This is an optimization exercise on Yosys and OpenROAD, whose aim is small area and a short achievable clock period, not a production implementation. In this exercise RTL edits were held to simulation tests only and were not proved equivalent to the original. No activity file was given, so power comes from the tool's default toggle rates.

run A:
## fetch_unit
module fetch_unit #(
  parameter int unsigned                   MEM_DEPTH   = 256,
  parameter logic [cpu_pkg::OPCODE_W-1:0]  HALT_OPCODE = cpu_pkg::HALT_OPCODE_DEFAULT
) (
  input  logic         clk,
  input  logic         rst_n,
  input  logic         start,
  input  logic         prog_we,
  input  logic [7:0]   prog_addr,
  input  logic [7:0]   prog_data,
  output logic [7:0]   instr_out,
  output logic         instr_valid,
  input  logic         instr_ready,
  input  logic         jump_en,
  input  logic [7:0]   jump_target,
  output logic [7:0]   pc_out,
  output logic         halted
);
  logic               active_q, active_d;
  logic               halt_q, halt_d;
  logic [7:0]         pc_q, pc_d;
  logic [63:0]        pc_hi_n_q;
  logic [15:0]        pc_hi_n_d;
  logic [63:0]        pc_lo_n_q;
  logic [15:0]        pc_lo_n_d;
  logic [INSTR_W-1:0] instr_q, instr_d;
  logic               valid_q, valid_d;
  logic               phase_q;
  logic [INSTR_W-1:0] mem_raw_n;
  logic               drain, loadable, we, restart, to_halt;
  logic               fetch, jump;
  logic [15:0]        whi_q, wlo_q;
  logic [INSTR_W-1:0] wdata_q;
  logic               byp_q;
  logic [255:0]       wsel, wsel_n;
  assign drain    = active_q && valid_q && (instr_q[INSTR_W-1 -: OPCODE_W] == HALT_OPCODE);
  assign loadable = !active_q;
  ...
clock: 4.1 ns
lec_check: 0
cap_margin: 20
core_margin: 2
core_utilization: 70
setup_slack_margin: 2.0
slew_margin: 20
synth_hierarchical: 1
synth_minimum_keep_size: 0
standard.sh (not shown) runs the stock make flow with config.mk's settings and CLKGATE_MAP_FILE= SYNTH_SCRIPT=/design/flow/synth_recipe.tcl, a recipe that flattens the netlist after the stock synthesis.
==> flow/flow/run.sh <==
#!/bin/bash
# Own layout flow: the standard ORFS flow (standard.sh, standard synthesis
# unchanged) with a few layout settings changed:
#  - sizing may swap cells across footprints (so port buffers and other
#    cells can be replaced by faster or smaller ones),
#  - ports are buffered with buf_4 instead of the smallest buffer,
#  - CTS without dummy loads, with larger sink clusters (fewer leaf buffers).
# The make output goes to flow_make.log in the work folder; ORFS keeps each
# step's own log under orfs/logs/.
set -euo pipefail
bash standard.sh \
  MATCH_CELL_FOOTPRINT=0 \
  "BUFFER_PORTS_ARGS=-buffer_cell sky130_fd_sc_hd__buf_4" \
  "CTS_ARGS=-sink_clustering_enable -repair_clock_nets -dont_use_dummy_load -sink_clustering_size 25 -sink_clustering_max_diameter 80" \
  finish > flow_make.log 2>&1
Run A has completed all stages; timing, DRC and antenna checks passed.
Changes in run B relative to run A:
Settings: changing CORE_UTILIZATION from 70 to 60.
==> run notes <==
Per the final summary, run B finished and its layout is clean on timing, DRC and antenna. Area of the multi-input gates in run B is 180 um2 higher than in run A. Data arrival time of the critical path, run B and run A: smaller value in run B. The run with more routed wire is run B, not run A. Run B vs run A on via count: run B is the lower one. Run A and run B ended up with roughly the same switching part of the total power. On stage delay of the slowest cell on the critical path: between run B and run A, it ends up higher for run A. Number of buffers added by the clock tree synthesis step of run B exceeds that of run A by a few percent. Comparing minimum setup slack in the final design for run B and run A, the smaller number came from run A. First-iteration DRC count was higher in run A than in run B. Higher highest achievable clock rate goes to run B over run A. The met2 usage of run B is lower than that of run A.
[inputs] run C vs run B
Settings: swapping 2.0 for 2.2 in SETUP_SLACK_MARGIN.
## What came out
- Comparing global-route usage for run C and run B, the smaller number came from run B.
- Count of non-filler cells in the finished layout in run C vs run B: up 57
- Clock network fraction of total power, run C and run B: larger value in run B
- Delta (run C minus run B): buffers inserted during post-CTS setup optimization now larger; die extent in x comparable.
- Looking only at total iterations of the first detailed-routing run, and setting everything else aside, the higher value of run C and run B goes to run C.
- On power, run B beats run C.
- Run C vs run B: upper clock frequency limit down by a few percent
- Comparing the two runs side by side, run C comes out behind run B on time the worst path needs with I/O delays and setup.
- Of run C and run B, run B shows the lower count of non-CTS buffers in the layout, with run C above it.
- In the tables for run C and run B, non-clock buffer area fraction after layout reads lower with run B.
### run C -> run D
Settings: a change of SETUP_SLACK_MARGIN from 2.2 to 2.4.
--- outcome ---
- From run C to run D the numbers moved as follows: overall routed net length increased about 4.6%, proportion of power drawn by the clock network decreased 0.3 points, power increased about 2.1%, wire length of the first global-routing pass increased 2.0%, worst slew margin relative to its limit increased 0.74 points.
- Looking at fraction of the cycle the final worst path needs across run C and run D, the one that comes out higher is run D.
- Run C has a lower number of global-route vias before repair than run D.
- Cell count: run D > run C
- | total length of routed met3 wires | higher: run D |
- Relative to run C, combinational cell fraction of total power has increased by 1.3 points in run D.
Input changes introduced in run E (baseline for comparison: run D):
Settings: swapping 2.4 for 1.6 in SETUP_SLACK_MARGIN.
Results
Run E finished end to end and its layout was clean on timing, DRC and antenna.
Summary of run E over run D: met2 capacity usage during global routing shows a reduction of 4.0 points; via count dropped 2,870.
Where worst setup margin is concerned, run D is better than run E.
Compared with run D, run E shows a post-CTS setup repair buffer count that is 141 lower.
Run E vs run D: fraction of area in registers up in run E
The run showing the smaller worst voltage drop across the vdd grid is run E.
Run E -> run D: final number of setup-violating endpoints delta 0, exact match

==> what the ideal ports hide <==
In the flow no input, the clock included, has a driving cell. The finished layouts below were timed again as built, in two steps. Step 1 assumes that a clkbuf_16 drives the clock port and a buf_2 every other input. Step 2 adds t to the input delays and takes it off the output delays; t is the mean of the earliest and latest rising clock arrival at the registers after step 1. Input paths then give back, and output paths get back, about the clock's delay inside the block. Three values: ideal ports, drivers, drivers and shift; two values: the first two.
run	shift t [ns]	slack for setup (ns)	hold WS [ns]	worst setup path after step 2
run A	0.795	1.704 / 1.704 / 1.260	0.187 / 0.143 / 0.447	input to register
run B	0.795	1.774 / 1.774 / 1.287	0.188 / 0.134 / 0.448	input to register
run C	0.797	1.724 / 1.724 / 1.449	0.187 / 0.134 / 0.448	input to register
run D	0.801	1.690 / 1.690 / 1.474	0.181 / 0.127 / 0.447	input to register
run E	0.792	1.510 / 1.510 / 1.073	0.189 / 0.137 / 0.447	input to register
After both steps setup and hold are still met in every run listed. For run B, which loses most, drivers alone change the setup slack by 0.000 ns; drivers and shift together by -0.487 ns.
